This is an optimization exercise on Yosys and OpenROAD, whose aim is small area, a short achievable clock period and few clock cycles per item, not a production implementation.
The RTL was checked by simulation tests, not by an equivalence proof against the original design.

--- design/flow/design.v ---
package sdft_pkg;
  function automatic int prod_w(input int in_w);
    prod_w = 2 * in_w + 1;
  endfunction
  function automatic int iter_n(input int in_w, input int fr_w);
    iter_n = in_w + fr_w;
  endfunction
endpackage
module serial_udiv #(parameter int rem_w = 15, parameter int out_w = 15, parameter int d_w = 16) (
  input  logic [rem_w-1:0] rem, input logic xbit, input logic [d_w-1:0] divisor,
  output logic [out_w-1:0] rem_o, output logic take);
  localparam int sw = (rem_w + 1 > d_w) ? rem_w + 1 : d_w;
  localparam int TOPS = (sw > 16) ? 16 : (sw > 8) ? 8 : (sw > 4) ? 4 : (sw > 2) ? 2 : 1;
  logic [sw-1:0] sh, dv, diff, g, p, gg, pp;
  always_comb begin
    sh = sw'({rem, xbit}); dv = sw'(divisor);
    g = ~sh & dv;
    p = ~(sh ^ dv);
    gg = g; pp = p;
    for (int s = 1; s < sw; s = s * 2)
      for (int i = 2*s-1; i < sw; i += 2*s) begin
        gg[i] = gg[i] | (pp[i] & gg[i-s]);
        pp[i] = pp[i] & pp[i-s];
      end
    for (int s = TOPS; s >= 1; s = s / 2)
      for (int i = 3*s-1; i < sw; i += 2*s) begin
        gg[i] = gg[i] | (pp[i] & gg[i-s]);
        pp[i] = pp[i] & pp[i-s];
      end
    diff[0] = sh[0] ^ dv[0];
    for (int i = 1; i < sw; i++) diff[i] = sh[i] ^ dv[i] ^ gg[i-1];
    take = !gg[sw-1];
    rem_o = take ? diff[out_w-1:0] : sh[out_w-1:0];
  end
endmodule
module cd_front (
  input  logic [7:0]  ar,
  input  logic [7:0]  ai,
  input  logic [7:0]  br,
  input  logic [7:0]  bi,
  input  logic [3:0]  br_one,
  input  logic [3:0]  br_two,
  input  logic [3:0]  br_neg,
  input  logic [3:0]  bi_one,
  input  logic [3:0]  bi_two,
  input  logic [3:0]  bi_neg,
  output logic [16:0] nr_x,
  output logic [16:0] nr_y,
  output logic [16:0] nr_z,
  output logic [16:0] ni_x,
  output logic [16:0] ni_y,
  output logic [16:0] ni_z,
  output logic [15:0] d_x,
  output logic [15:0] d_y,
  output logic [15:0] d_z
);
  wire r1 = (((br_one[0] & ar[0]) | (br_two[0] & 1'b0))) ^ br_neg[0];
  wire r2 = (((br_one[0] & ar[1]) | (br_two[0] & ar[0]))) ^ br_neg[0];
  wire r3 = (((br_one[0] & ar[2]) | (br_two[0] & ar[1]))) ^ br_neg[0];
  wire r4 = (((br_one[0] & ar[3]) | (br_two[0] & ar[2]))) ^ br_neg[0];
  wire r5 = (((br_one[0] & ar[4]) | (br_two[0] & ar[3]))) ^ br_neg[0];
  wire r6 = (((br_one[0] & ar[5]) | (br_two[0] & ar[4]))) ^ br_neg[0];
  wire r7 = (((br_one[0] & ar[6]) | (br_two[0] & ar[5]))) ^ br_neg[0];
  wire r8 = (((br_one[0] & ar[7]) | (br_two[0] & ar[6]))) ^ br_neg[0];
  wire r9 = (((br_one[0] & ar[7]) | (br_two[0] & ar[7]))) ^ br_neg[0];
  wire r10 = (((br_one[0] & ar[7]) | (br_two[0] & ar[7]))) ^ br_neg[0];
  wire nr11 = ~r10;
  wire r12 = (((br_one[1] & ar[0]) | (br_two[1] & 1'b0))) ^ br_neg[1];
  wire r13 = (((br_one[1] & ar[1]) | (br_two[1] & ar[0]))) ^ br_neg[1];
  wire r14 = (((br_one[1] & ar[2]) | (br_two[1] & ar[1]))) ^ br_neg[1];
  wire r15 = (((br_one[1] & ar[3]) | (br_two[1] & ar[2]))) ^ br_neg[1];
  wire r16 = (((br_one[1] & ar[4]) | (br_two[1] & ar[3]))) ^ br_neg[1];
  wire r17 = (((br_one[1] & ar[5]) | (br_two[1] & ar[4]))) ^ br_neg[1];
  wire r18 = (((br_one[1] & ar[6]) | (br_two[1] & ar[5]))) ^ br_neg[1];
  wire r19 = (((br_one[1] & ar[7]) | (br_two[1] & ar[6]))) ^ br_neg[1];
  wire r20 = (((br_one[1] & ar[7]) | (br_two[1] & ar[7]))) ^ br_neg[1];
  wire r21 = (((br_one[1] & ar[7]) | (br_two[1] & ar[7]))) ^ br_neg[1];
  wire nr22 = ~r21;
  wire r23 = (((br_one[2] & ar[0]) | (br_two[2] & 1'b0))) ^ br_neg[2];
  wire r24 = (((br_one[2] & ar[1]) | (br_two[2] & ar[0]))) ^ br_neg[2];
  wire r25 = (((br_one[2] & ar[2]) | (br_two[2] & ar[1]))) ^ br_neg[2];
  wire r26 = (((br_one[2] & ar[3]) | (br_two[2] & ar[2]))) ^ br_neg[2];
  wire r27 = (((br_one[2] & ar[4]) | (br_two[2] & ar[3]))) ^ br_neg[2];
  wire r28 = (((br_one[2] & ar[5]) | (br_two[2] & ar[4]))) ^ br_neg[2];
  wire r29 = (((br_one[2] & ar[6]) | (br_two[2] & ar[5]))) ^ br_neg[2];
  wire r30 = (((br_one[2] & ar[7]) | (br_two[2] & ar[6]))) ^ br_neg[2];
  wire r31 = (((br_one[2] & ar[7]) | (br_two[2] & ar[7]))) ^ br_neg[2];
  wire r32 = (((br_one[2] & ar[7]) | (br_two[2] & ar[7]))) ^ br_neg[2];
  wire nr33 = ~r32;
  wire r34 = (((br_one[3] & ar[0]) | (br_two[3] & 1'b0))) ^ br_neg[3];
  wire r35 = (((br_one[3] & ar[1]) | (br_two[3] & ar[0]))) ^ br_neg[3];
  wire r36 = (((br_one[3] & ar[2]) | (br_two[3] & ar[1]))) ^ br_neg[3];
  wire r37 = (((br_one[3] & ar[3]) | (br_two[3] & ar[2]))) ^ br_neg[3];
  wire r38 = (((br_one[3] & ar[4]) | (br_two[3] & ar[3]))) ^ br_neg[3];
  wire r39 = (((br_one[3] & ar[5]) | (br_two[3] & ar[4]))) ^ br_neg[3];
  wire r40 = (((br_one[3] & ar[6]) | (br_two[3] & ar[5]))) ^ br_neg[3];
  wire r41 = (((br_one[3] & ar[7]) | (br_two[3] & ar[6]))) ^ br_neg[3];
  wire r42 = (((br_one[3] & ar[7]) | (br_two[3] & ar[7]))) ^ br_neg[3];
  wire r43 = (((br_one[3] & ar[7]) | (br_two[3] & ar[7]))) ^ br_neg[3];
  wire nr44 = ~r43;
  wire r45 = (((bi_one[0] & ai[0]) | (bi_two[0] & 1'b0))) ^ bi_neg[0];
  wire r46 = (((bi_one[0] & ai[1]) | (bi_two[0] & ai[0]))) ^ bi_neg[0];
  wire r47 = (((bi_one[0] & ai[2]) | (bi_two[0] & ai[1]))) ^ bi_neg[0];
  wire r48 = (((bi_one[0] & ai[3]) | (bi_two[0] & ai[2]))) ^ bi_neg[0];
  wire r49 = (((bi_one[0] & ai[4]) | (bi_two[0] & ai[3]))) ^ bi_neg[0];
  wire r50 = (((bi_one[0] & ai[5]) | (bi_two[0] & ai[4]))) ^ bi_neg[0];
  wire r51 = (((bi_one[0] & ai[6]) | (bi_two[0] & ai[5]))) ^ bi_neg[0];
  wire r52 = (((bi_one[0] & ai[7]) | (bi_two[0] & ai[6]))) ^ bi_neg[0];
  wire r53 = (((bi_one[0] & ai[7]) | (bi_two[0] & ai[7]))) ^ bi_neg[0];
  wire r54 = (((bi_one[0] & ai[7]) | (bi_two[0] & ai[7]))) ^ bi_neg[0];
  wire nr55 = ~r54;
  wire r56 = (((bi_one[1] & ai[0]) | (bi_two[1] & 1'b0))) ^ bi_neg[1];
  wire r57 = (((bi_one[1] & ai[1]) | (bi_two[1] & ai[0]))) ^ bi_neg[1];
  wire r58 = (((bi_one[1] & ai[2]) | (bi_two[1] & ai[1]))) ^ bi_neg[1];
  wire r59 = (((bi_one[1] & ai[3]) | (bi_two[1] & ai[2]))) ^ bi_neg[1];
  wire r60 = (((bi_one[1] & ai[4]) | (bi_two[1] & ai[3]))) ^ bi_neg[1];
  wire r61 = (((bi_one[1] & ai[5]) | (bi_two[1] & ai[4]))) ^ bi_neg[1];
  wire r62 = (((bi_one[1] & ai[6]) | (bi_two[1] & ai[5]))) ^ bi_neg[1];
  wire r63 = (((bi_one[1] & ai[7]) | (bi_two[1] & ai[6]))) ^ bi_neg[1];
  wire r64 = (((bi_one[1] & ai[7]) | (bi_two[1] & ai[7]))) ^ bi_neg[1];
  wire r65 = (((bi_one[1] & ai[7]) | (bi_two[1] & ai[7]))) ^ bi_neg[1];
  wire nr66 = ~r65;
  wire r67 = (((bi_one[2] & ai[0]) | (bi_two[2] & 1'b0))) ^ bi_neg[2];
  wire r68 = (((bi_one[2] & ai[1]) | (bi_two[2] & ai[0]))) ^ bi_neg[2];
  wire r69 = (((bi_one[2] & ai[2]) | (bi_two[2] & ai[1]))) ^ bi_neg[2];
  wire r70 = (((bi_one[2] & ai[3]) | (bi_two[2] & ai[2]))) ^ bi_neg[2];
  wire r71 = (((bi_one[2] & ai[4]) | (bi_two[2] & ai[3]))) ^ bi_neg[2];
  wire r72 = (((bi_one[2] & ai[5]) | (bi_two[2] & ai[4]))) ^ bi_neg[2];
  wire r73 = (((bi_one[2] & ai[6]) | (bi_two[2] & ai[5]))) ^ bi_neg[2];
  wire r74 = (((bi_one[2] & ai[7]) | (bi_two[2] & ai[6]))) ^ bi_neg[2];
  wire r75 = (((bi_one[2] & ai[7]) | (bi_two[2] & ai[7]))) ^ bi_neg[2];
  wire r76 = (((bi_one[2] & ai[7]) | (bi_two[2] & ai[7]))) ^ bi_neg[2];
  wire nr77 = ~r76;
  wire r78 = (((bi_one[3] & ai[0]) | (bi_two[3] & 1'b0))) ^ bi_neg[3];
  wire r79 = (((bi_one[3] & ai[1]) | (bi_two[3] & ai[0]))) ^ bi_neg[3];
  wire r80 = (((bi_one[3] & ai[2]) | (bi_two[3] & ai[1]))) ^ bi_neg[3];
  wire r81 = (((bi_one[3] & ai[3]) | (bi_two[3] & ai[2]))) ^ bi_neg[3];
  wire r82 = (((bi_one[3] & ai[4]) | (bi_two[3] & ai[3]))) ^ bi_neg[3];
  wire r83 = (((bi_one[3] & ai[5]) | (bi_two[3] & ai[4]))) ^ bi_neg[3];
  wire r84 = (((bi_one[3] & ai[6]) | (bi_two[3] & ai[5]))) ^ bi_neg[3];
  wire r85 = (((bi_one[3] & ai[7]) | (bi_two[3] & ai[6]))) ^ bi_neg[3];
  wire r86 = (((bi_one[3] & ai[7]) | (bi_two[3] & ai[7]))) ^ bi_neg[3];
  wire r87 = (((bi_one[3] & ai[7]) | (bi_two[3] & ai[7]))) ^ bi_neg[3];
  wire nr88 = ~r87;
  wire e89 = br_neg[3] ^ bi_neg[3];
  wire e90 = br_neg[3] & bi_neg[3];
  wire s91 = r5 ^ r14 ^ r23;
  wire c92 = (r5 & r14) | (r5 & r23) | (r14 & r23);
  wire s93 = r6 ^ r15;
  wire c94 = r6 & r15;
  wire s95 = r7 ^ r16 ^ r25;
  wire c96 = (r7 & r16) | (r7 & r25) | (r16 & r25);
  wire s97 = r34 ^ r51 ^ r60;
  wire c98 = (r34 & r51) | (r34 & r60) | (r51 & r60);
  wire s99 = r8 ^ r17 ^ r26;
  wire c100 = (r8 & r17) | (r8 & r26) | (r17 & r26);
  wire s101 = r35 ^ r52 ^ r61;
  wire c102 = (r35 & r52) | (r35 & r61) | (r52 & r61);
  wire s103 = r70 ^ r79;
  wire c104 = r70 & r79;
  wire s105 = r9 ^ r18 ^ r27;
  wire c106 = (r9 & r18) | (r9 & r27) | (r18 & r27);
  wire s107 = r36 ^ r53 ^ r62;
  wire c108 = (r36 & r53) | (r36 & r62) | (r53 & r62);
  wire s109 = r71 ^ r80;
  wire c110 = r71 & r80;
  wire s111 = nr11 ^ r19 ^ r28;
  wire c112 = (nr11 & r19) | (nr11 & r28) | (r19 & r28);
  wire s113 = r37 ^ nr55 ^ r63;
  wire c114 = (r37 & nr55) | (r37 & r63) | (nr55 & r63);
  wire s115 = r72 ^ r81;
  wire c116 = r72 & r81;
  wire s117 = r20 ^ r29 ^ r38;
  wire c118 = (r20 & r29) | (r20 & r38) | (r29 & r38);
  wire s119 = r64 ^ r73 ^ r82;
  wire c120 = (r64 & r73) | (r64 & r82) | (r73 & r82);
  wire s121 = nr22 ^ r30 ^ r39;
  wire c122 = (nr22 & r30) | (nr22 & r39) | (r30 & r39);
  wire s123 = nr66 ^ r74;
  wire c124 = nr66 & r74;
  wire s125 = r3 ^ r12 ^ br_neg[1];
  wire c126 = (r3 & r12) | (r3 & br_neg[1]) | (r12 & br_neg[1]);
  wire s127 = r4 ^ r13;
  wire c128 = r4 & r13;
  wire s129 = s91 ^ br_neg[2] ^ r49;
  wire c130 = (s91 & br_neg[2]) | (s91 & r49) | (br_neg[2] & r49);
  wire s131 = r58 ^ r67;
  wire c132 = r58 & r67;
  wire s133 = c92 ^ s93 ^ r24;
  wire c134 = (c92 & s93) | (c92 & r24) | (s93 & r24);
  wire s135 = r50 ^ r59 ^ r68;
  wire c136 = (r50 & r59) | (r50 & r68) | (r59 & r68);
  wire s137 = c94 ^ s95 ^ s97;
  wire c138 = (c94 & s95) | (c94 & s97) | (s95 & s97);
  wire s139 = r69 ^ r78 ^ e89;
  wire c140 = (r69 & r78) | (r69 & e89) | (r78 & e89);
  wire s141 = c96 ^ c98 ^ s99;
  wire c142 = (c96 & c98) | (c96 & s99) | (c98 & s99);
  wire s143 = s101 ^ s103 ^ e90;
  wire c144 = (s101 & s103) | (s101 & e90) | (s103 & e90);
  wire s145 = c100 ^ c102 ^ c104;
  wire c146 = (c100 & c102) | (c100 & c104) | (c102 & c104);
  wire s147 = s105 ^ s107 ^ s109;
  wire c148 = (s105 & s107) | (s105 & s109) | (s107 & s109);
  wire s149 = c106 ^ c108 ^ c110;
  wire c150 = (c106 & c108) | (c106 & c110) | (c108 & c110);
  wire s151 = s111 ^ s113 ^ s115;
  wire c152 = (s111 & s113) | (s111 & s115) | (s113 & s115);
  wire s153 = c112 ^ c114 ^ c116;
  wire c154 = (c112 & c114) | (c112 & c116) | (c114 & c116);
  wire s155 = s117 ^ s119 ^ 1'b1;
  wire c156 = (s117 & s119) | (s117 & 1'b1) | (s119 & 1'b1);
  wire s157 = c118 ^ c120 ^ s121;
  wire c158 = (c118 & c120) | (c118 & s121) | (c120 & s121);
  wire s159 = s123 ^ r83 ^ 1'b1;
  wire c160 = (s123 & r83) | (s123 & 1'b1) | (r83 & 1'b1);
  wire s161 = c122 ^ c124 ^ r31;
  wire c162 = (c122 & c124) | (c122 & r31) | (c124 & r31);
  wire s163 = r40 ^ r75 ^ r84;
  wire c164 = (r40 & r75) | (r40 & r84) | (r75 & r84);
  wire s165 = nr33 ^ r41 ^ nr77;
  wire c166 = (nr33 & r41) | (nr33 & nr77) | (r41 & nr77);
  wire s167 = r85 ^ 1'b1;
  wire c168 = r85 & 1'b1;
  wire s169 = r1 ^ br_neg[0];
  wire c170 = r1 & br_neg[0];
  wire s171 = s125 ^ r47;
  wire c172 = s125 & r47;
  wire s173 = c126 ^ s127 ^ r48;
  wire c174 = (c126 & s127) | (c126 & r48) | (s127 & r48);
  wire s175 = c128 ^ s129 ^ s131;
  wire c176 = (c128 & s129) | (c128 & s131) | (s129 & s131);
  wire s177 = c130 ^ c132 ^ s133;
  wire c178 = (c130 & c132) | (c130 & s133) | (c132 & s133);
  wire s179 = c134 ^ c136 ^ s137;
  wire c180 = (c134 & c136) | (c134 & s137) | (c136 & s137);
  wire s181 = c138 ^ c140 ^ s141;
  wire c182 = (c138 & c140) | (c138 & s141) | (c140 & s141);
  wire s183 = c142 ^ c144 ^ s145;
  wire c184 = (c142 & c144) | (c142 & s145) | (c144 & s145);
  wire s185 = c146 ^ c148 ^ s149;
  wire c186 = (c146 & c148) | (c146 & s149) | (c148 & s149);
  wire s187 = c150 ^ c152 ^ s153;
  wire c188 = (c150 & c152) | (c150 & s153) | (c152 & s153);
  wire s189 = c154 ^ c156 ^ s157;
  wire c190 = (c154 & c156) | (c154 & s157) | (c156 & s157);
  wire s191 = c158 ^ c160 ^ s161;
  wire c192 = (c158 & c160) | (c158 & s161) | (c160 & s161);
  wire s193 = c162 ^ c164 ^ s165;
  wire c194 = (c162 & c164) | (c162 & s165) | (c164 & s165);
  wire s195 = c166 ^ c168 ^ r42;
  wire c196 = (c166 & c168) | (c166 & r42) | (c168 & r42);
  wire s197 = nr44 ^ nr88;
  wire c198 = nr44 & nr88;
  assign nr_x = {c198, c196, c194, c192, c190, c188, c186, c184, c182, c180, c178, c176, c174, c172, s171, c170, s169};
  assign nr_y = {1'b0, s197, s195, s193, s191, s189, s187, s185, s183, s181, s179, s177, s175, s173, r56, r2, r45};
  assign nr_z = {1'b0, 1'b1, r86, s167, s163, s159, s155, s151, s147, s143, s139, s135, bi_neg[2], r57, bi_neg[1], r46, bi_neg[0]};
  wire r199 = (((br_one[0] & ai[0]) | (br_two[0] & 1'b0))) ^ br_neg[0];
  wire r200 = (((br_one[0] & ai[1]) | (br_two[0] & ai[0]))) ^ br_neg[0];
  wire r201 = (((br_one[0] & ai[2]) | (br_two[0] & ai[1]))) ^ br_neg[0];
  wire r202 = (((br_one[0] & ai[3]) | (br_two[0] & ai[2]))) ^ br_neg[0];
  wire r203 = (((br_one[0] & ai[4]) | (br_two[0] & ai[3]))) ^ br_neg[0];
  wire r204 = (((br_one[0] & ai[5]) | (br_two[0] & ai[4]))) ^ br_neg[0];
  wire r205 = (((br_one[0] & ai[6]) | (br_two[0] & ai[5]))) ^ br_neg[0];
  wire r206 = (((br_one[0] & ai[7]) | (br_two[0] & ai[6]))) ^ br_neg[0];
  wire r207 = (((br_one[0] & ai[7]) | (br_two[0] & ai[7]))) ^ br_neg[0];
  wire r208 = (((br_one[0] & ai[7]) | (br_two[0] & ai[7]))) ^ br_neg[0];
  wire nr209 = ~r208;
  wire r210 = (((br_one[1] & ai[0]) | (br_two[1] & 1'b0))) ^ br_neg[1];
  wire r211 = (((br_one[1] & ai[1]) | (br_two[1] & ai[0]))) ^ br_neg[1];
  wire r212 = (((br_one[1] & ai[2]) | (br_two[1] & ai[1]))) ^ br_neg[1];
  wire r213 = (((br_one[1] & ai[3]) | (br_two[1] & ai[2]))) ^ br_neg[1];
  wire r214 = (((br_one[1] & ai[4]) | (br_two[1] & ai[3]))) ^ br_neg[1];
  wire r215 = (((br_one[1] & ai[5]) | (br_two[1] & ai[4]))) ^ br_neg[1];
  wire r216 = (((br_one[1] & ai[6]) | (br_two[1] & ai[5]))) ^ br_neg[1];
  wire r217 = (((br_one[1] & ai[7]) | (br_two[1] & ai[6]))) ^ br_neg[1];
  wire r218 = (((br_one[1] & ai[7]) | (br_two[1] & ai[7]))) ^ br_neg[1];
  wire r219 = (((br_one[1] & ai[7]) | (br_two[1] & ai[7]))) ^ br_neg[1];
  wire nr220 = ~r219;
  wire r221 = (((br_one[2] & ai[0]) | (br_two[2] & 1'b0))) ^ br_neg[2];
  wire r222 = (((br_one[2] & ai[1]) | (br_two[2] & ai[0]))) ^ br_neg[2];
  wire r223 = (((br_one[2] & ai[2]) | (br_two[2] & ai[1]))) ^ br_neg[2];
  wire r224 = (((br_one[2] & ai[3]) | (br_two[2] & ai[2]))) ^ br_neg[2];
  wire r225 = (((br_one[2] & ai[4]) | (br_two[2] & ai[3]))) ^ br_neg[2];
  wire r226 = (((br_one[2] & ai[5]) | (br_two[2] & ai[4]))) ^ br_neg[2];
  wire r227 = (((br_one[2] & ai[6]) | (br_two[2] & ai[5]))) ^ br_neg[2];
  wire r228 = (((br_one[2] & ai[7]) | (br_two[2] & ai[6]))) ^ br_neg[2];
  wire r229 = (((br_one[2] & ai[7]) | (br_two[2] & ai[7]))) ^ br_neg[2];
  wire r230 = (((br_one[2] & ai[7]) | (br_two[2] & ai[7]))) ^ br_neg[2];
  wire nr231 = ~r230;
  wire r232 = (((br_one[3] & ai[0]) | (br_two[3] & 1'b0))) ^ br_neg[3];
  wire r233 = (((br_one[3] & ai[1]) | (br_two[3] & ai[0]))) ^ br_neg[3];
  wire r234 = (((br_one[3] & ai[2]) | (br_two[3] & ai[1]))) ^ br_neg[3];
  wire r235 = (((br_one[3] & ai[3]) | (br_two[3] & ai[2]))) ^ br_neg[3];
  wire r236 = (((br_one[3] & ai[4]) | (br_two[3] & ai[3]))) ^ br_neg[3];
  wire r237 = (((br_one[3] & ai[5]) | (br_two[3] & ai[4]))) ^ br_neg[3];
  wire r238 = (((br_one[3] & ai[6]) | (br_two[3] & ai[5]))) ^ br_neg[3];
  wire r239 = (((br_one[3] & ai[7]) | (br_two[3] & ai[6]))) ^ br_neg[3];
  wire r240 = (((br_one[3] & ai[7]) | (br_two[3] & ai[7]))) ^ br_neg[3];
  wire r241 = (((br_one[3] & ai[7]) | (br_two[3] & ai[7]))) ^ br_neg[3];
  wire nr242 = ~r241;
  wire ng243 = ~bi_neg[0] & (bi_one[0] | bi_two[0]);
  wire r244 = (((bi_one[0] & ar[0]) | (bi_two[0] & 1'b0))) ^ ng243;
  wire r245 = (((bi_one[0] & ar[1]) | (bi_two[0] & ar[0]))) ^ ng243;
  wire r246 = (((bi_one[0] & ar[2]) | (bi_two[0] & ar[1]))) ^ ng243;
  wire r247 = (((bi_one[0] & ar[3]) | (bi_two[0] & ar[2]))) ^ ng243;
  wire r248 = (((bi_one[0] & ar[4]) | (bi_two[0] & ar[3]))) ^ ng243;
  wire r249 = (((bi_one[0] & ar[5]) | (bi_two[0] & ar[4]))) ^ ng243;
  wire r250 = (((bi_one[0] & ar[6]) | (bi_two[0] & ar[5]))) ^ ng243;
  wire r251 = (((bi_one[0] & ar[7]) | (bi_two[0] & ar[6]))) ^ ng243;
  wire r252 = (((bi_one[0] & ar[7]) | (bi_two[0] & ar[7]))) ^ ng243;
  wire r253 = (((bi_one[0] & ar[7]) | (bi_two[0] & ar[7]))) ^ ng243;
  wire nr254 = ~r253;
  wire ng255 = ~bi_neg[1] & (bi_one[1] | bi_two[1]);
  wire r256 = (((bi_one[1] & ar[0]) | (bi_two[1] & 1'b0))) ^ ng255;
  wire r257 = (((bi_one[1] & ar[1]) | (bi_two[1] & ar[0]))) ^ ng255;
  wire r258 = (((bi_one[1] & ar[2]) | (bi_two[1] & ar[1]))) ^ ng255;
  wire r259 = (((bi_one[1] & ar[3]) | (bi_two[1] & ar[2]))) ^ ng255;
  wire r260 = (((bi_one[1] & ar[4]) | (bi_two[1] & ar[3]))) ^ ng255;
  wire r261 = (((bi_one[1] & ar[5]) | (bi_two[1] & ar[4]))) ^ ng255;
  wire r262 = (((bi_one[1] & ar[6]) | (bi_two[1] & ar[5]))) ^ ng255;
  wire r263 = (((bi_one[1] & ar[7]) | (bi_two[1] & ar[6]))) ^ ng255;
  wire r264 = (((bi_one[1] & ar[7]) | (bi_two[1] & ar[7]))) ^ ng255;
  wire r265 = (((bi_one[1] & ar[7]) | (bi_two[1] & ar[7]))) ^ ng255;
  wire nr266 = ~r265;
  wire ng267 = ~bi_neg[2] & (bi_one[2] | bi_two[2]);
  wire r268 = (((bi_one[2] & ar[0]) | (bi_two[2] & 1'b0))) ^ ng267;
  wire r269 = (((bi_one[2] & ar[1]) | (bi_two[2] & ar[0]))) ^ ng267;
  wire r270 = (((bi_one[2] & ar[2]) | (bi_two[2] & ar[1]))) ^ ng267;
  wire r271 = (((bi_one[2] & ar[3]) | (bi_two[2] & ar[2]))) ^ ng267;
  wire r272 = (((bi_one[2] & ar[4]) | (bi_two[2] & ar[3]))) ^ ng267;
  wire r273 = (((bi_one[2] & ar[5]) | (bi_two[2] & ar[4]))) ^ ng267;
  wire r274 = (((bi_one[2] & ar[6]) | (bi_two[2] & ar[5]))) ^ ng267;
  wire r275 = (((bi_one[2] & ar[7]) | (bi_two[2] & ar[6]))) ^ ng267;
  wire r276 = (((bi_one[2] & ar[7]) | (bi_two[2] & ar[7]))) ^ ng267;
  wire r277 = (((bi_one[2] & ar[7]) | (bi_two[2] & ar[7]))) ^ ng267;
  wire nr278 = ~r277;
  wire ng279 = ~bi_neg[3] & (bi_one[3] | bi_two[3]);
  wire r280 = (((bi_one[3] & ar[0]) | (bi_two[3] & 1'b0))) ^ ng279;
  wire r281 = (((bi_one[3] & ar[1]) | (bi_two[3] & ar[0]))) ^ ng279;
  wire r282 = (((bi_one[3] & ar[2]) | (bi_two[3] & ar[1]))) ^ ng279;
  wire r283 = (((bi_one[3] & ar[3]) | (bi_two[3] & ar[2]))) ^ ng279;
  wire r284 = (((bi_one[3] & ar[4]) | (bi_two[3] & ar[3]))) ^ ng279;
  wire r285 = (((bi_one[3] & ar[5]) | (bi_two[3] & ar[4]))) ^ ng279;
  wire r286 = (((bi_one[3] & ar[6]) | (bi_two[3] & ar[5]))) ^ ng279;
  wire r287 = (((bi_one[3] & ar[7]) | (bi_two[3] & ar[6]))) ^ ng279;
  wire r288 = (((bi_one[3] & ar[7]) | (bi_two[3] & ar[7]))) ^ ng279;
  wire r289 = (((bi_one[3] & ar[7]) | (bi_two[3] & ar[7]))) ^ ng279;
  wire nr290 = ~r289;
  wire e291 = br_neg[3] ^ ng279;
  wire e292 = br_neg[3] & ng279;
  wire s293 = r203 ^ r212 ^ r221;
  wire c294 = (r203 & r212) | (r203 & r221) | (r212 & r221);
  wire s295 = r204 ^ r213;
  wire c296 = r204 & r213;
  wire s297 = r205 ^ r214 ^ r223;
  wire c298 = (r205 & r214) | (r205 & r223) | (r214 & r223);
  wire s299 = r232 ^ r250 ^ r260;
  wire c300 = (r232 & r250) | (r232 & r260) | (r250 & r260);
  wire s301 = r206 ^ r215 ^ r224;
  wire c302 = (r206 & r215) | (r206 & r224) | (r215 & r224);
  wire s303 = r233 ^ r251 ^ r261;
  wire c304 = (r233 & r251) | (r233 & r261) | (r251 & r261);
  wire s305 = r271 ^ r281;
  wire c306 = r271 & r281;
  wire s307 = r207 ^ r216 ^ r225;
  wire c308 = (r207 & r216) | (r207 & r225) | (r216 & r225);
  wire s309 = r234 ^ r252 ^ r262;
  wire c310 = (r234 & r252) | (r234 & r262) | (r252 & r262);
  wire s311 = r272 ^ r282;
  wire c312 = r272 & r282;
  wire s313 = nr209 ^ r217 ^ r226;
  wire c314 = (nr209 & r217) | (nr209 & r226) | (r217 & r226);
  wire s315 = r235 ^ nr254 ^ r263;
  wire c316 = (r235 & nr254) | (r235 & r263) | (nr254 & r263);
  wire s317 = r273 ^ r283;
  wire c318 = r273 & r283;
  wire s319 = r218 ^ r227 ^ r236;
  wire c320 = (r218 & r227) | (r218 & r236) | (r227 & r236);
  wire s321 = r264 ^ r274 ^ r284;
  wire c322 = (r264 & r274) | (r264 & r284) | (r274 & r284);
  wire s323 = nr220 ^ r228 ^ r237;
  wire c324 = (nr220 & r228) | (nr220 & r237) | (r228 & r237);
  wire s325 = nr266 ^ r275;
  wire c326 = nr266 & r275;
  wire s327 = r201 ^ r210 ^ br_neg[1];
  wire c328 = (r201 & r210) | (r201 & br_neg[1]) | (r210 & br_neg[1]);
  wire s329 = r202 ^ r211;
  wire c330 = r202 & r211;
  wire s331 = s293 ^ br_neg[2] ^ r248;
  wire c332 = (s293 & br_neg[2]) | (s293 & r248) | (br_neg[2] & r248);
  wire s333 = r258 ^ r268;
  wire c334 = r258 & r268;
  wire s335 = c294 ^ s295 ^ r222;
  wire c336 = (c294 & s295) | (c294 & r222) | (s295 & r222);
  wire s337 = r249 ^ r259 ^ r269;
  wire c338 = (r249 & r259) | (r249 & r269) | (r259 & r269);
  wire s339 = c296 ^ s297 ^ s299;
  wire c340 = (c296 & s297) | (c296 & s299) | (s297 & s299);
  wire s341 = r270 ^ r280 ^ e291;
  wire c342 = (r270 & r280) | (r270 & e291) | (r280 & e291);
  wire s343 = c298 ^ c300 ^ s301;
  wire c344 = (c298 & c300) | (c298 & s301) | (c300 & s301);
  wire s345 = s303 ^ s305 ^ e292;
  wire c346 = (s303 & s305) | (s303 & e292) | (s305 & e292);
  wire s347 = c302 ^ c304 ^ c306;
  wire c348 = (c302 & c304) | (c302 & c306) | (c304 & c306);
  wire s349 = s307 ^ s309 ^ s311;
  wire c350 = (s307 & s309) | (s307 & s311) | (s309 & s311);
  wire s351 = c308 ^ c310 ^ c312;
  wire c352 = (c308 & c310) | (c308 & c312) | (c310 & c312);
  wire s353 = s313 ^ s315 ^ s317;
  wire c354 = (s313 & s315) | (s313 & s317) | (s315 & s317);
  wire s355 = c314 ^ c316 ^ c318;
  wire c356 = (c314 & c316) | (c314 & c318) | (c316 & c318);
  wire s357 = s319 ^ s321 ^ 1'b1;
  wire c358 = (s319 & s321) | (s319 & 1'b1) | (s321 & 1'b1);
  wire s359 = c320 ^ c322 ^ s323;
  wire c360 = (c320 & c322) | (c320 & s323) | (c322 & s323);
  wire s361 = s325 ^ r285 ^ 1'b1;
  wire c362 = (s325 & r285) | (s325 & 1'b1) | (r285 & 1'b1);
  wire s363 = c324 ^ c326 ^ r229;
  wire c364 = (c324 & c326) | (c324 & r229) | (c326 & r229);
  wire s365 = r238 ^ r276 ^ r286;
  wire c366 = (r238 & r276) | (r238 & r286) | (r276 & r286);
  wire s367 = nr231 ^ r239 ^ nr278;
  wire c368 = (nr231 & r239) | (nr231 & nr278) | (r239 & nr278);
  wire s369 = r287 ^ 1'b1;
  wire c370 = r287 & 1'b1;
  wire s371 = r199 ^ br_neg[0];
  wire c372 = r199 & br_neg[0];
  wire s373 = s327 ^ r246;
  wire c374 = s327 & r246;
  wire s375 = c328 ^ s329 ^ r247;
  wire c376 = (c328 & s329) | (c328 & r247) | (s329 & r247);
  wire s377 = c330 ^ s331 ^ s333;
  wire c378 = (c330 & s331) | (c330 & s333) | (s331 & s333);
  wire s379 = c332 ^ c334 ^ s335;
  wire c380 = (c332 & c334) | (c332 & s335) | (c334 & s335);
  wire s381 = c336 ^ c338 ^ s339;
  wire c382 = (c336 & c338) | (c336 & s339) | (c338 & s339);
  wire s383 = c340 ^ c342 ^ s343;
  wire c384 = (c340 & c342) | (c340 & s343) | (c342 & s343);
  wire s385 = c344 ^ c346 ^ s347;
  wire c386 = (c344 & c346) | (c344 & s347) | (c346 & s347);
  wire s387 = c348 ^ c350 ^ s351;
  wire c388 = (c348 & c350) | (c348 & s351) | (c350 & s351);
  wire s389 = c352 ^ c354 ^ s355;
  wire c390 = (c352 & c354) | (c352 & s355) | (c354 & s355);
  wire s391 = c356 ^ c358 ^ s359;
  wire c392 = (c356 & c358) | (c356 & s359) | (c358 & s359);
  wire s393 = c360 ^ c362 ^ s363;
  wire c394 = (c360 & c362) | (c360 & s363) | (c362 & s363);
  wire s395 = c364 ^ c366 ^ s367;
  wire c396 = (c364 & c366) | (c364 & s367) | (c366 & s367);
  wire s397 = c368 ^ c370 ^ r240;
  wire c398 = (c368 & c370) | (c368 & r240) | (c370 & r240);
  wire s399 = nr242 ^ nr290;
  wire c400 = nr242 & nr290;
  assign ni_x = {c400, c398, c396, c394, c392, c390, c388, c386, c384, c382, c380, c378, c376, c374, s373, c372, s371};
  assign ni_y = {1'b0, s399, s397, s395, s393, s391, s389, s387, s385, s383, s381, s379, s377, s375, r256, r200, r244};
  assign ni_z = {1'b0, 1'b1, r288, s369, s365, s361, s357, s353, s349, s345, s341, s337, ng267, r257, ng255, r245, ng243};
  wire sq401 = br[0] & br[1];
  wire sq402 = br[0] & br[2];
  wire sq403 = br[0] & br[3];
  wire sq404 = br[0] & br[4];
  wire sq405 = br[0] & br[5];
  wire sq406 = br[0] & br[6];
  wire sq407 = br[0] & br[7];
  wire nq408 = ~sq407;
  wire sq409 = br[1] & br[2];
  wire sq410 = br[1] & br[3];
  wire sq411 = br[1] & br[4];
  wire sq412 = br[1] & br[5];
  wire sq413 = br[1] & br[6];
  wire sq414 = br[1] & br[7];
  wire nq415 = ~sq414;
  wire sq416 = br[2] & br[3];
  wire sq417 = br[2] & br[4];
  wire sq418 = br[2] & br[5];
  wire sq419 = br[2] & br[6];
  wire sq420 = br[2] & br[7];
  wire nq421 = ~sq420;
  wire sq422 = br[3] & br[4];
  wire sq423 = br[3] & br[5];
  wire sq424 = br[3] & br[6];
  wire sq425 = br[3] & br[7];
  wire nq426 = ~sq425;
  wire sq427 = br[4] & br[5];
  wire sq428 = br[4] & br[6];
  wire sq429 = br[4] & br[7];
  wire nq430 = ~sq429;
  wire sq431 = br[5] & br[6];
  wire sq432 = br[5] & br[7];
  wire nq433 = ~sq432;
  wire sq434 = br[6] & br[7];
  wire nq435 = ~sq434;
  wire sq436 = bi[0] & bi[1];
  wire sq437 = bi[0] & bi[2];
  wire sq438 = bi[0] & bi[3];
  wire sq439 = bi[0] & bi[4];
  wire sq440 = bi[0] & bi[5];
  wire sq441 = bi[0] & bi[6];
  wire sq442 = bi[0] & bi[7];
  wire nq443 = ~sq442;
  wire sq444 = bi[1] & bi[2];
  wire sq445 = bi[1] & bi[3];
  wire sq446 = bi[1] & bi[4];
  wire sq447 = bi[1] & bi[5];
  wire sq448 = bi[1] & bi[6];
  wire sq449 = bi[1] & bi[7];
  wire nq450 = ~sq449;
  wire sq451 = bi[2] & bi[3];
  wire sq452 = bi[2] & bi[4];
  wire sq453 = bi[2] & bi[5];
  wire sq454 = bi[2] & bi[6];
  wire sq455 = bi[2] & bi[7];
  wire nq456 = ~sq455;
  wire sq457 = bi[3] & bi[4];
  wire sq458 = bi[3] & bi[5];
  wire sq459 = bi[3] & bi[6];
  wire sq460 = bi[3] & bi[7];
  wire nq461 = ~sq460;
  wire sq462 = bi[4] & bi[5];
  wire sq463 = bi[4] & bi[6];
  wire sq464 = bi[4] & bi[7];
  wire nq465 = ~sq464;
  wire sq466 = bi[5] & bi[6];
  wire sq467 = bi[5] & bi[7];
  wire nq468 = ~sq467;
  wire sq469 = bi[6] & bi[7];
  wire nq470 = ~sq469;
  wire e471 = br[4] ^ bi[4];
  wire e472 = br[4] & bi[4];
  wire s473 = sq405 ^ sq411 ^ sq416;
  wire c474 = (sq405 & sq411) | (sq405 & sq416) | (sq411 & sq416);
  wire s475 = sq406 ^ sq412;
  wire c476 = sq406 & sq412;
  wire s477 = nq408 ^ sq413 ^ sq418;
  wire c478 = (nq408 & sq413) | (nq408 & sq418) | (sq413 & sq418);
  wire s479 = sq422 ^ nq443 ^ sq448;
  wire c480 = (sq422 & nq443) | (sq422 & sq448) | (nq443 & sq448);
  wire s481 = nq415 ^ sq419 ^ sq423;
  wire c482 = (nq415 & sq419) | (nq415 & sq423) | (sq419 & sq423);
  wire s483 = nq450 ^ sq454 ^ sq458;
  wire c484 = (nq450 & sq454) | (nq450 & sq458) | (sq454 & sq458);
  wire s485 = nq421 ^ sq424 ^ sq427;
  wire c486 = (nq421 & sq424) | (nq421 & sq427) | (sq424 & sq427);
  wire s487 = br[5] ^ nq456 ^ sq459;
  wire c488 = (br[5] & nq456) | (br[5] & sq459) | (nq456 & sq459);
  wire s489 = sq403 ^ sq409 ^ br[2];
  wire c490 = (sq403 & sq409) | (sq403 & br[2]) | (sq409 & br[2]);
  wire s491 = sq404 ^ sq410;
  wire c492 = sq404 & sq410;
  wire s493 = s473 ^ br[3] ^ sq440;
  wire c494 = (s473 & br[3]) | (s473 & sq440) | (br[3] & sq440);
  wire s495 = sq446 ^ sq451;
  wire c496 = sq446 & sq451;
  wire s497 = c474 ^ s475 ^ sq417;
  wire c498 = (c474 & s475) | (c474 & sq417) | (s475 & sq417);
  wire s499 = sq441 ^ sq447 ^ sq452;
  wire c500 = (sq441 & sq447) | (sq441 & sq452) | (sq447 & sq452);
  wire s501 = c476 ^ s477 ^ s479;
  wire c502 = (c476 & s477) | (c476 & s479) | (s477 & s479);
  wire s503 = sq453 ^ sq457 ^ e471;
  wire c504 = (sq453 & sq457) | (sq453 & e471) | (sq457 & e471);
  wire s505 = c478 ^ c480 ^ s481;
  wire c506 = (c478 & c480) | (c478 & s481) | (c480 & s481);
  wire s507 = s483 ^ 1'b1 ^ e472;
  wire c508 = (s483 & 1'b1) | (s483 & e472) | (1'b1 & e472);
  wire s509 = c482 ^ c484 ^ s485;
  wire c510 = (c482 & c484) | (c482 & s485) | (c484 & s485);
  wire s511 = s487 ^ sq462 ^ bi[5];
  wire c512 = (s487 & sq462) | (s487 & bi[5]) | (sq462 & bi[5]);
  wire s513 = c486 ^ c488 ^ nq426;
  wire c514 = (c486 & c488) | (c486 & nq426) | (c488 & nq426);
  wire s515 = sq428 ^ nq461 ^ sq463;
  wire c516 = (sq428 & nq461) | (sq428 & sq463) | (nq461 & sq463);
  wire s517 = nq430 ^ sq431 ^ br[6];
  wire c518 = (nq430 & sq431) | (nq430 & br[6]) | (sq431 & br[6]);
  wire s519 = nq465 ^ sq466 ^ bi[6];
  wire c520 = (nq465 & sq466) | (nq465 & bi[6]) | (sq466 & bi[6]);
  wire s521 = sq401 ^ br[1];
  wire c522 = sq401 & br[1];
  wire s523 = s489 ^ sq438;
  wire c524 = s489 & sq438;
  wire s525 = c490 ^ s491 ^ sq439;
  wire c526 = (c490 & s491) | (c490 & sq439) | (s491 & sq439);
  wire s527 = c492 ^ s493 ^ s495;
  wire c528 = (c492 & s493) | (c492 & s495) | (s493 & s495);
  wire s529 = c494 ^ c496 ^ s497;
  wire c530 = (c494 & c496) | (c494 & s497) | (c496 & s497);
  wire s531 = c498 ^ c500 ^ s501;
  wire c532 = (c498 & c500) | (c498 & s501) | (c500 & s501);
  wire s533 = c502 ^ c504 ^ s505;
  wire c534 = (c502 & c504) | (c502 & s505) | (c504 & s505);
  wire s535 = c506 ^ c508 ^ s509;
  wire c536 = (c506 & c508) | (c506 & s509) | (c508 & s509);
  wire s537 = c510 ^ c512 ^ s513;
  wire c538 = (c510 & c512) | (c510 & s513) | (c512 & s513);
  wire s539 = c514 ^ c516 ^ s517;
  wire c540 = (c514 & c516) | (c514 & s517) | (c516 & s517);
  wire s541 = c518 ^ c520 ^ nq433;
  wire c542 = (c518 & c520) | (c518 & nq433) | (c520 & nq433);
  wire s543 = nq435 ^ br[7] ^ nq470;
  wire c544 = (nq435 & br[7]) | (nq435 & nq470) | (br[7] & nq470);
  assign d_x = {c544, c542, c540, c538, c536, c534, c532, c530, c528, c526, c524, s523, c522, s521, 1'b0, br[0]};
  assign d_y = {1'b0, s543, s541, s539, s537, s535, s533, s531, s529, s527, s525, sq444, sq402, sq436, 1'b0, bi[0]};
  assign d_z = {1'b0, bi[7], nq468, s519, s515, s511, s507, s503, s499, bi[3], sq445, bi[2], sq437, bi[1], 1'b0, 1'b0};
endmodule
module complex_div #(
  parameter int data_in_w  = 8,
  parameter int data_out_w = 16,
  parameter int frac_w     = 8
) (
  input  logic                         clk,
  input  logic                         reset_n,
  input  logic signed [data_in_w-1:0]  a_real,
  input  logic signed [data_in_w-1:0]  a_imag,
  input  logic signed [data_in_w-1:0]  b_real,
  input  logic signed [data_in_w-1:0]  b_imag,
  input  logic                         in_valid,
  output logic                         in_ready,
  output logic signed [data_out_w-1:0] out_real,
  output logic signed [data_out_w-1:0] out_imag,
  output logic                         out_valid,
  input  logic                         out_ready,
  output logic                         div_zero,
  output logic                         sat
);
  localparam int NS = 16;    
  localparam int DW = 16;    
  localparam int SPS = 1;    
  localparam int NT = NS / SPS;  
  logic          adv;                
  logic [NT+4:0] vld;                
  logic          kv;                 
  logic          push, pop, o_free;
  assign in_ready = adv;
  logic [7:0] ar0, ai0, br0, bi0;
  logic [3:0] br_one, br_two, br_neg, bi_one, bi_two, bi_neg;
  function automatic logic [11:0] booth(input logic [7:0] b);
    logic [3:0] o, t, n;
    logic       b2, b1, b0;
    for (int k = 0; k < 4; k++) begin
      b2   = b[2*k+1];
      b1   = b[2*k];
      b0   = (k == 0) ? 1'b0 : b[2*k-1];
      o[k] = b1 ^ b0;
      t[k] = (b2 & ~b1 & ~b0) | (~b2 & b1 & b0);
      n[k] = b2 & ~(b1 & b0);
    end
    booth = {o, t, n};
  endfunction
  logic [16:0] nr_x, nr_y, nr_z, ni_x, ni_y, ni_z;
  logic [15:0] d_x, d_y, d_z;
  logic [16:0] nr_x1, nr_y1, nr_z1, ni_x1, ni_y1, ni_z1;
  logic [15:0] d_x1, d_y1, d_z1;
  cd_front u_front (
    .ar(ar0), .ai(ai0), .br(br0), .bi(bi0),
    .br_one(br_one), .br_two(br_two), .br_neg(br_neg),
    .bi_one(bi_one), .bi_two(bi_two), .bi_neg(bi_neg),
    .nr_x(nr_x), .nr_y(nr_y), .nr_z(nr_z),
    .ni_x(ni_x), .ni_y(ni_y), .ni_z(ni_z),
    .d_x(d_x), .d_y(d_y), .d_z(d_z)
  );
  always_ff @(posedge clk) begin
    if (adv) begin
      ar0   <= a_real;
      ai0   <= a_imag;
      br0   <= b_real;
      bi0   <= b_imag;
      {br_one, br_two, br_neg} <= booth(b_real);
      {bi_one, bi_two, bi_neg} <= booth(b_imag);
      nr_x1 <= nr_x;
      nr_y1 <= nr_y;
      nr_z1 <= nr_z;
      ni_x1 <= ni_x;
      ni_y1 <= ni_y;
      ni_z1 <= ni_z;
      d_x1  <= d_x;
      d_y1  <= d_y;
      d_z1  <= d_z;
    end
  end
  logic [NS:0][14:0] rem_r, rem_i;    
  logic [NS:0][15:0] dq_r, dq_i;      
  logic [NS:0][15:0] den;
  logic [NS:0]       ng_r, ng_i, dz;   
  logic [16:0] nr2, ni2;
  logic [15:0] d2;
  always_ff @(posedge clk) begin
    if (adv) begin
      nr2 <= nr_x1 + nr_y1 + nr_z1;
      ni2 <= ni_x1 + ni_y1 + ni_z1;
      d2  <= d_x1 + d_y1 + d_z1;
    end
  end
  logic [15:0] nm_r3, nm_i3, d3;
  logic        ng_r3, ng_i3;
  always_ff @(posedge clk) begin
    if (adv) begin
      nm_r3 <= nr2[16] ? 16'(-nr2) : nr2[15:0];
      nm_i3 <= ni2[16] ? 16'(-ni2) : ni2[15:0];
      ng_r3 <= nr2[16];
      ng_i3 <= ni2[16];
      d3    <= d2;
    end
  end
  assign rem_r[0] = 15'(nm_r3[15:8]);
  assign rem_i[0] = 15'(nm_i3[15:8]);
  assign dq_r[0]  = {nm_r3[7:0], 8'b0};
  assign dq_i[0]  = {nm_i3[7:0], 8'b0};
  assign den[0]   = d3;
  assign ng_r[0]  = ng_r3;
  assign ng_i[0]  = ng_i3;
  assign dz[0]    = 1'b0;
  for (genvar j = 1; j <= NS; j++) begin : g_step
    localparam int WI = (8 + j - 1 < 15) ? 8 + j - 1 : 15;    
    localparam int WO = (8 + j < 15) ? 8 + j : 15;            
    localparam int XQ = (j < 8) ? 8 : j;                       
    localparam bit REG = (j % SPS == 0) || (j == NS);
    logic [WO-1:0] nrem_r, nrem_i;
    logic          tk_r, tk_i;
    logic [15:0]   ndq_r, ndq_i;
    serial_udiv #(.rem_w(WI), .out_w(WO), .d_w(DW)) u_r (
      .rem(rem_r[j-1][WI-1:0]), .xbit(dq_r[j-1][15]), .divisor(den[j-1]),
      .rem_o(nrem_r), .take(tk_r));
    serial_udiv #(.rem_w(WI), .out_w(WO), .d_w(DW)) u_i (
      .rem(rem_i[j-1][WI-1:0]), .xbit(dq_i[j-1][15]), .divisor(den[j-1]),
      .rem_o(nrem_i), .take(tk_i));
    assign ndq_r = {dq_r[j-1][14:0], tk_r};
    assign ndq_i = {dq_i[j-1][14:0], tk_i};
    if (REG) begin : g_reg
      logic [XQ-1:0] xq_r, xq_i;
      logic          g_r, g_i;
      always_ff @(posedge clk) begin
        if (adv) begin
          g_r <= ng_r[j-1];
          g_i <= ng_i[j-1];
        end
      end
      if (j < 8) begin : g_x
        always_ff @(posedge clk) begin
          if (adv) begin
            xq_r <= {ndq_r[15:8+j], ndq_r[j-1:0]};
            xq_i <= {ndq_i[15:8+j], ndq_i[j-1:0]};
          end
        end
        assign dq_r[j] = {xq_r[7:j], 8'b0, xq_r[j-1:0]};
        assign dq_i[j] = {xq_i[7:j], 8'b0, xq_i[j-1:0]};
      end else begin : g_q
        always_ff @(posedge clk) begin
          if (adv) begin
            xq_r <= ndq_r[j-1:0];
            xq_i <= ndq_i[j-1:0];
          end
        end
        assign dq_r[j] = 16'(xq_r);
        assign dq_i[j] = 16'(xq_i);
      end
      if (j < NS) begin : g_rem
        logic [WO-1:0] rr, ri;
        logic [15:0]   dd;
        always_ff @(posedge clk) begin
          if (adv) begin
            rr <= nrem_r;
            ri <= nrem_i;
            dd <= den[j-1];
          end
        end
        assign rem_r[j] = 15'(rr);
        assign rem_i[j] = 15'(ri);
        assign den[j]   = dd;
        assign dz[j]    = 1'b0;
      end else begin : g_last
        logic z;
        always_ff @(posedge clk) begin
          if (adv) z <= (den[j-1] == 16'd0);
        end
        assign rem_r[j] = '0;
        assign rem_i[j] = '0;
        assign den[j]   = '0;
        assign dz[j]    = z;
      end
      assign ng_r[j] = g_r;
      assign ng_i[j] = g_i;
    end else begin : g_comb
      assign rem_r[j] = 15'(nrem_r);
      assign rem_i[j] = 15'(nrem_i);
      assign dq_r[j]  = ndq_r;
      assign dq_i[j]  = ndq_i;
      assign den[j]   = den[j-1];
      assign ng_r[j]  = ng_r[j-1];
      assign ng_i[j]  = ng_i[j-1];
      assign dz[j]    = 1'b0;
    end
  end
  function automatic logic [16:0] clamp(input logic neg, input logic zero, input logic [15:0] q);
    logic [15:0] v;
    logic        s;
    if (zero) begin
      v = 16'd0;
      s = 1'b0;
    end else if (q[15]) begin
      v = neg ? 16'h8000 : 16'h7fff;
      s = !neg || (q[14:0] != 15'd0);
    end else begin
      v = neg ? -q : q;
      s = 1'b0;
    end
    clamp = {s, v};
  endfunction
  logic [15:0] res_r, res_i;
  logic        st_r, st_i;
  assign {st_r, res_r} = clamp(ng_r[NS], dz[NS], dq_r[NS]);
  assign {st_i, res_i} = clamp(ng_i[NS], dz[NS], dq_i[NS]);
  logic [15:0] k_real, k_imag;
  logic        k_dz, k_sat;
  assign push   = adv && vld[NT+3];
  assign pop    = out_valid && out_ready;
  assign o_free = !out_valid || out_ready;
  always_ff @(posedge clk) begin
    if (adv) begin
      k_real <= res_r;
      k_imag <= res_i;
      k_dz   <= dz[NS];
      k_sat  <= st_r || st_i;
    end
    if (o_free) begin
      out_real <= kv ? k_real : res_r;
      out_imag <= kv ? k_imag : res_i;
      div_zero <= kv ? k_dz   : dz[NS];
      sat      <= kv ? k_sat  : (st_r || st_i);
    end
  end
  logic kv_n;
  always_comb begin
    if (o_free) kv_n = kv && push;
    else        kv_n = kv || push;
  end
  always_ff @(posedge clk or negedge reset_n) begin
    if (!reset_n) begin
      adv       <= 1'b0;
      vld       <= '0;
      kv        <= 1'b0;
      out_valid <= 1'b0;
    end else begin
      if (adv) vld <= {vld[NT+3:0], in_valid};
      kv        <= kv_n;
      out_valid <= o_free ? (kv || push) : 1'b1;
      adv       <= !kv_n;
    end
  end
endmodule
--- design/flow/run.sh ---
#!/bin/bash
# synth_recipe.tcl (not shown) runs the flow's synth.tcl, then flattens the netlist and writes it again
# the make line also repeats each setting of config.mk as NAME=value (left out here)
make -C /OpenROAD-flow-scripts/flow DESIGN_CONFIG=/design/flow/config.mk WORK_HOME=/design/flow/orfs CLKGATE_MAP_FILE= SYNTH_SCRIPT=/design/flow/synth_recipe.tcl finish
--- design/flow/config.mk ---
export PLATFORM = sky130hd
export DESIGN_NAME = complex_div
export DESIGN_NICKNAME = complex_div
export VERILOG_FILES = /design/flow/design.v
export SDC_FILE = /design/flow/constraint.sdc
export NUM_CORES = 4
export LEC_CHECK = 0
export CAP_MARGIN = 20
export CORE_MARGIN = 2
export CORE_UTILIZATION = 60
export SETUP_SLACK_MARGIN = 3.8
export SLEW_MARGIN = 20
--- design/flow/constraint.sdc ---
create_clock -name core_clock -period 7.0 [get_ports {clk}]
set_input_delay 1.4000 -clock core_clock [delete_from_list [all_inputs] [get_ports {clk}]]
set_output_delay 1.4000 -clock core_clock [all_outputs]
set_load 0.01 [all_outputs]
==> flow_metrics.env, run 1 <==
export IMPL_layout_drive_gt1_share_pct=9.73
export IMPL_ys_types=81
export IMPL_whs_ns=0.408
export IMPL_maxCapViolations=0
export IMPL_period_minus_slack_ns=3.16
export IMPL_fin_util_pct=67.4
export IMPL_met1_length_mm=57.4
export IMPL_max_freq_mhz=317
export IMPL_ys_seq_area_share_pct=55.2
export IMPL_dr_wl_met3_mm=5.51
export IMPL_critPathMostFrequentCell="a21o_1"
export IMPL_regArea_um2=41600
export IMPL_root_buffer="clkbuf_16"
export IMPL_setup_viol=0
export IMPL_slew_headroom_pct=25.7
export IMPL_drc=0
export IMPL_hold_class="flop to flop"
export IMPL_cts_buffers=150
export IMPL_hold_viol=0
export IMPL_fin_ws_ns=3.84
export IMPL_synth_common_cells="edfxtp_1, inv_1, ha_1"
export IMPL_rr_worst_depth=14
export IMPL_final_antenna_net_count=0
export IMPL_r2r_slack_ns=3.84
export IMPL_skew_ns=0.0216
export IMPL_end_kind="flop"
export IMPL_num_antenna_cells=0
export IMPL_cts_tree="built"
export IMPL_critical_path_class="flop to flop"
export IMPL_place_congestion=0.836
export IMPL_fin_nets=6649
export IMPL_nFillCells=9044
export IMPL_yosysTopAreaCell="edfxtp_1"
export IMPL_min_from="g_step[4].g_reg.xq_i[5]"
export IMPL_areaGrowthSynthToFinish_pct=11.8
export IMPL_grt_max_degree=181
export IMPL_critical_path_cell_chain="buf_6, ha_4, fa_2, a21o_1, a21o_1, a21o_1, a31o_4, a21o_1, nand3_2, nand2_2, fa_2, xnor2_2, nand2_1, o21ai_1"
export IMPL_drv_slew=0
export IMPL_ios=72
export IMPL_grt_pass1_vias=42900
export IMPL_grt_pass1_wl_mm=231
export IMPL_yosysWarnings=9
export IMPL_synth_top_area_share_pct=54.4
export IMPL_dieHeight_um=358
export IMPL_drt_iter0_markers=2821
export IMPL_cts_num_sinks=1389
export IMPL_design_die_area_um2=128000
export IMPL_syn_num_nets=6423
export IMPL_synth_main_ff_cell="edfxtp_1"
export IMPL_finalCritPeriodShare_pct=45.1
export IMPL_synth_edff_count=1366
export IMPL_r2r_start="g_step[3].g_reg.g_rem.dd[0]"
export IMPL_drt_pass1_iterations=8
export IMPL_synth_area_top_cells="edfxtp_1, fa_1, ha_1"
export IMPL_ys_ff_latch=1389
export IMPL_initial_core_util_pct=60.3
export IMPL_num_vias=42400
export IMPL_cts_max_path_buffers=3
export IMPL_status="finished clean"
export IMPL_core_area_um2=125000
export IMPL_cp_start_kind="flop"
export IMPL_max_stage_delay_ns=0.41
export IMPL_grt_ovfl_total=0
export IMPL_synthesis_area_um2=75400
export IMPL_critPathMaxFanout=2
export IMPL_crit_slowest_cell="edfxtp_1"
export IMPL_die_w_um=358
export IMPL_clk_pin_slew_ns=0.06
export IMPL_multiInputGateArea_um2=31100
export IMPL_top_layer_used="met4"
export IMPL_htreeDepth=4
export IMPL_worst_ep_required_time_ns=7.48
export IMPL_rows=130
export IMPL_worstSkewPairLatency_ns=0.76
export IMPL_vias_per_cell=5.63
export IMPL_tightest_slew_ns=1.11
export IMPL_place_ws_ns=3.45
export IMPL_grt_antenna_before_repair=0
export IMPL_io_buffers=71
export IMPL_cp_arrival_ns=3.64
export IMPL_ctsHoldBuffers=0
export IMPL_timing_rr_end="g_step[4].g_reg.g_rem.rr[11]"
export IMPL_yosysMostFrequentCell="edfxtp_1"
export IMPL_ys_async_sr_fraction_pct=1.66
export IMPL_rsz0062_at_grt="true"
export IMPL_hpwl_mm=105
export IMPL_wl_met2_mm=75.9
export IMPL_setup_tns_ns=0
export IMPL_holdPathStages=0
export IMPL_min_to="g_step[5].g_reg.xq_i[6]"
export IMPL_grtUsageTotal_pct=23.1
export IMPL_routedWlPerCell_um=19.5
export IMPL_routed_wl_mm=147
export IMPL_netlist_instances=5549
export IMPL_avgSynthCellArea_um2=13.6
-- critical path: cells and delay by family, from the launching register on --
kind                     cells  cell delay [ns]
AO/OA/AOI/OAI                6             1.09
XOR/XNOR                     1             0.14
adder cells (fa/ha/maj)      3             0.88
buffers and inverters        1             0.14
flip-flops                   1             0.41
AND/OR/NAND/NOR              3             0.20
-- through the flow --
step	instance area [um^2]	std cells
final	84300	7541
after global routing	84300	7541
after CTS	83200	7443
after detailed placement	77700	7145
after global placement	77700	7145
after floorplan	75400	5549
-- worst max path at each step --
stage	endpoint	cells past startpoint	from	slack, ns
4_1_cts	in_ready	1	adv	3.64
3_5_place_dp	g_step[8].g_reg.g_rem.ri[12]	9	g_step[7].g_reg.g_rem.dd[0]	3.45
6_report	g_step[4].g_reg.g_rem.rr[11]	14	g_step[3].g_reg.g_rem.dd[0]	3.84
2_1_floorplan	in_ready	0	adv	-3.35
3_3_place_gp	g_step[8].g_reg.g_rem.ri[12]	9	g_step[7].g_reg.g_rem.dd[0]	3.46
5_1_grt	g_step[10].g_reg.g_rem.ri[13]	11	g_step[9].g_reg.g_rem.dd[2]	3.68
-- cell usage in the layout (no fill, tap or decap), types with 160 or more instances in the layout --
master    synthesis  final
inv_1           605    600
ha_1            507    501
xor2_1          178    177
edfxtp_1       1366   1366
a21o_1          162    160
nand2_1         253    252
fa_1            331    315
mux2i_1         287    286
xnor2_1         176    175
o21ai_0         188    181
nor2_1          253    250
-- flip-flops by register name (all words and copies together), names as in the netlist, 20 cells and up --
register               flops
g_step.g_reg.g_rem.dd    240
g_step.g_reg.g_rem.ri    204
g_step.g_reg.g_rem.rr    204
g_step.g_reg.xq_i        164
g_step.g_reg.xq_r        164
vld                       20
-- repair_timing --
item,CTS,global route
buffers inserted,28,97
setup endpoints to repair,217,187
cloned,2,1
pin swaps,16,40
gates resized for setup,43,55
-- logic make-up (layout without fill, tap and decap cells) --
| group | Yosys count | in the layout | share of synthesized area [%] |
|---|---|---|---|
| simple gates | 916 | 916 | 5.92 |
| fa+ha+maj | 839 | 839 | 17.2 |
| mux | 339 | 339 | 4.59 |
| buf+inv | 766 | 1105 | 4.08 |
| xor+xnor | 354 | 354 | 4.11 |
| flops | 1389 | 1389 | 55.2 |
| compound gates | 946 | 949 | 8.91 |
-- per-layer routing --
layer	vias to the layer above	track usage, %
met4	0	12.0
met5	-	0
met3	333	3.45
met1	20800	27.2
met2	832	41.1
li1	20500	-
-- area by class of cell --
type                            instances  share of cell area, %
Clock inverter                         80                   1.14
Inverter                              606                   2.71
Clock buffer                          188                   4.78
Timing Repair Buffer                  231                   2.60
Sequential cell                      1389                   49.4
Multi-Input combinational cell       3397                   37.0
Tap cell                             1650                   2.45
Testbench counts, summed over its fixed seeds: cycles 3,376, items 3,200.
==> inputs of run 2 (changes only) <==
--- a/design/flow/config.mk
+++ b/design/flow/config.mk
@@ -10,3 +10,5 @@
 export CORE_UTILIZATION = 60
-export SETUP_SLACK_MARGIN = 3.8
+export CTS_BUF_LIST = sky130_fd_sc_hd__clkbuf_8
+export CTS_CLUSTER_SIZE = 24
+export SETUP_SLACK_MARGIN = 4.0
 export SLEW_MARGIN = 20
==> run 2 against run 1 <==
Still clean. Final area increased by 1.2%. Count of clock-buffer cells in the layout increased by 45. Core utilization increased by 0.83 points. Wire length increased by 3.8%. Critical path depth decreased by 3. Via count increased by 3.0%. Register-to-register slack improved by 0.07 ns. Sequential share of layout area decreased by 0.60 points. Critical endpoint is now g_step[2].g_reg.g_rem.ri[8].
==> flow_metrics.env, run 2 <==
export IMPL_slew_headroom_pct=25.9
export IMPL_root_buffer="clkbuf_8"
export IMPL_synth_mux_area_share_pct=4.59
export IMPL_yosysTopAreaCell="edfxtp_1"
export IMPL_synthSimpleGateAreaFrac_pct=5.92
export IMPL_timing_rr_end="g_step[2].g_reg.g_rem.ri[8]"
export IMPL_synth_common_cells="edfxtp_1, inv_1, ha_1"
export IMPL_hpwl_mm=105
export IMPL_finalCritPeriodShare_pct=44.1
export IMPL_routed_wl_mm=153
export IMPL_min_from="g_step[12].g_reg.xq_r[2]"
export IMPL_cts_max_path_buffers=3
export IMPL_cp_arrival_ns=3.76
export IMPL_fin_util_pct=68.2
export IMPL_vias_per_cell=5.60
export IMPL_die_w_um=358
export IMPL_htreeDepth=4
export IMPL_cp_start_kind="flop"
export IMPL_setup_tns_ns=0
export IMPL_place_ws_ns=3.45
export IMPL_areaGrowthSynthToFinish_pct=13.1
export IMPL_layout_commonest_cell="edfxtp_1"
export IMPL_skew_ns=0.0318
export IMPL_synth_xor_area_share_pct=4.11
export IMPL_worstSkewPairLatency_ns=0.93
export IMPL_drc=0
export IMPL_initial_core_util_pct=60.3
export IMPL_worst_ep_required_time_ns=7.67
export IMPL_largest_reg_flops=240
export IMPL_r2r_slack_ns=3.91
export IMPL_ys_seq_area_share_pct=55.2
export IMPL_routedWlPerCell_um=19.5
export IMPL_grtUsageTotal_pct=24.1
export IMPL_netlist_instances=5549
export IMPL_design_die_area_um2=128000
export IMPL_status="finished clean"
export IMPL_grt_max_degree=181
export IMPL_final_cells=7803
export IMPL_end_kind="flop"
export IMPL_r2r_start="g_step[1].g_reg.g_rem.dd[0]"
export IMPL_drv_slew=0
export IMPL_synthesis_area_um2=75400
export IMPL_core_area_um2=125000
export IMPL_dieHeight_um=358
export IMPL_rr_worst_depth=11
export IMPL_synth_area_top_cells="edfxtp_1, fa_1, ha_1"
export IMPL_syn_num_nets=6423
export IMPL_ys_types=81
export IMPL_nFillCells=9038
export IMPL_fin_ws_ns=3.91
export IMPL_period_minus_slack_ns=3.09
export IMPL_regArea_um2=41600
export IMPL_reg_largest_list="g_step.g_reg.g_rem.dd (240), g_step.g_reg.g_rem.ri (204), g_step.g_reg.g_rem.rr (204)"
export IMPL_synth_edff_count=1366
export IMPL_yosysWarnings=9
export IMPL_cts_num_sinks=1389
export IMPL_synth_main_ff_cell="edfxtp_1"
export IMPL_min_to="g_step[13].g_reg.xq_r[3]"
export IMPL_ios=72
export IMPL_drt_iter0_markers=2880
export IMPL_rows=130
export IMPL_final_antenna_net_count=0
export IMPL_synth_top_area_share_pct=54.4
export IMPL_layout_common_cells="edfxtp_1, inv_1, ha_1, fa_1, mux2i_1"
export IMPL_cts_buffers=225
export IMPL_yosysMostFrequentCell="edfxtp_1"
export IMPL_dpl_cell_count=7145
export IMPL_yosys_area_share_adder_pct=17.2
export IMPL_rsz0062_at_grt="true"
export IMPL_fin_nets=6841
export IMPL_synth_compound_area_share_pct=8.91
export IMPL_tightest_slew_ns=1.11
export IMPL_hold_viol=0
export IMPL_drt_pass1_iterations=9
export IMPL_grt_pass1_wl_mm=240
export IMPL_max_freq_mhz=324
export IMPL_hold_class="flop to flop"
export IMPL_place_congestion=0.836
export IMPL_num_vias=43700
export IMPL_cts_tree="built"
export IMPL_regMostFlops="g_step.g_reg.g_rem.dd"
export IMPL_layout_drive_gt1_share_pct=14.3
export IMPL_grt_ovfl_total=0
export IMPL_synth_top_family_by_area="adder cells"
export IMPL_critPathMaxFanout=2
export IMPL_critical_path_class="flop to flop"
export IMPL_setup_viol=0
export IMPL_io_buffers=71
export IMPL_grt_pass1_vias=44600
export IMPL_ys_ff_latch=1389
export IMPL_maxCapViolations=0
export IMPL_avgSynthCellArea_um2=13.6
export IMPL_holdPathStages=0
export IMPL_clk_pin_slew_ns=0.06
export IMPL_ys_async_sr_fraction_pct=1.66
export IMPL_multiInputGateArea_um2=31600
export IMPL_grt_antenna_before_repair=3
run 2: metal layers:
layer / global-route usage (%) / vias up / wire, um
met3: 3.72 / 406 / 6040
met5: 0 / - / 0
li1: - / 20900 / -
met1: 27.9 / 21400 / 58600
met2: 43.0 / 992 / 79600
met4: 12.8 / 0 / 8270
run 2: per-stage QoR:
stage                     area [um^2]  hold WS [ns]
final                           85300         0.412
after global routing            85300         0.398
after CTS                       84000         0.407
after detailed placement        77700         0.405
after global placement          77700         0.401
after floorplan                 75400         0.400
run 2: kinds of logic after synthesis:
logic type / Yosys count
simple gates: 916
buf+inv: 766
fa+ha+maj: 839
mux: 339
xor+xnor: 354
flops: 1389
compound gates: 946
run 2: timing repair:
item	4_1_cts	5_1_grt
endpoints found under the setup margin	409	311
setup buffers	142	96
hold buffers	0	0
pin swaps	69	91
gates resized for setup	263	103
cloned	6	1
run 2: cell type report:
cell class | count | area share, %
flip-flops and latches | 1389 | 48.8
repair buffers | 346 | 3.74
multi-input cells | 3399 | 37.1
clock inverters | 178 | 1.51
inverters | 606 | 2.69
diodes | 2 | 0.00587
clock buffers | 233 | 3.76
well taps | 1650 | 2.42
run 2: worst max-delay path by stage:
stage / from / endpoint / slack [ns] / depth (start not counted)
6_report: g_step[1].g_reg.g_rem.dd[0] / g_step[2].g_reg.g_rem.ri[8] / 3.91 / 11
5_1_grt: g_step[1].g_reg.g_rem.dd[0] / g_step[2].g_reg.g_rem.ri[8] / 3.83 / 11
4_1_cts: adv / in_ready / 3.84 / 1
3_5_place_dp: g_step[7].g_reg.g_rem.dd[0] / g_step[8].g_reg.g_rem.ri[12] / 3.45 / 9
3_3_place_gp: g_step[7].g_reg.g_rem.dd[0] / g_step[8].g_reg.g_rem.ri[12] / 3.46 / 9
2_1_floorplan: adv / in_ready / -3.35 / 0
run 2: worst max-delay path, cell delays in order, from the launching register on:
cell and delay (ns):
edfxtp_1 0.42, buf_6 0.15, ha_4 0.15, fa_2 0.34, a21o_1 0.16, a21o_1 0.19
a21o_1 0.22, a2111oi_4 0.37, nor2_2 0.08, inv_2 0.08, fa_2 0.42, mux2_4 0.26

separate check: timing with driven ports:
Ports are ideal in the flow. The routed layouts listed here were re-timed in OpenROAD.
Step 1 (the two cells are an assumption about what drives the block):
set clk [get_ports {clk}]
set_driving_cell -lib_cell sky130_fd_sc_hd__clkbuf_16 $clk
set_driving_cell -lib_cell sky130_fd_sc_hd__buf_2 [delete_from_list [all_inputs] $clk]
Step 2 times the ports against the registers' clock, not the clock port: input delays grow and output delays shrink by t, the midpoint of the rising clock arrivals with the driver on.
a / b / c = no drivers / after step 1 / after step 2; a / b = the first two.
run	shift t [ns]	slack for setup (ns)	worst setup path after step 2	latest minus earliest clock arrival (ns)	cell pins on the clock port's net
run 1	0.833	3.843 / 3.843 / 3.725	input to register	0.030 / 0.030	1
run 2	0.991	3.910 / 3.887 / 3.742	input to register	0.038 / 0.038	1
After both steps setup and hold are still met in every run listed. The setup slack of run 2, which loses most, moves by -0.023 ns with the drivers and by -0.168 ns with both steps.
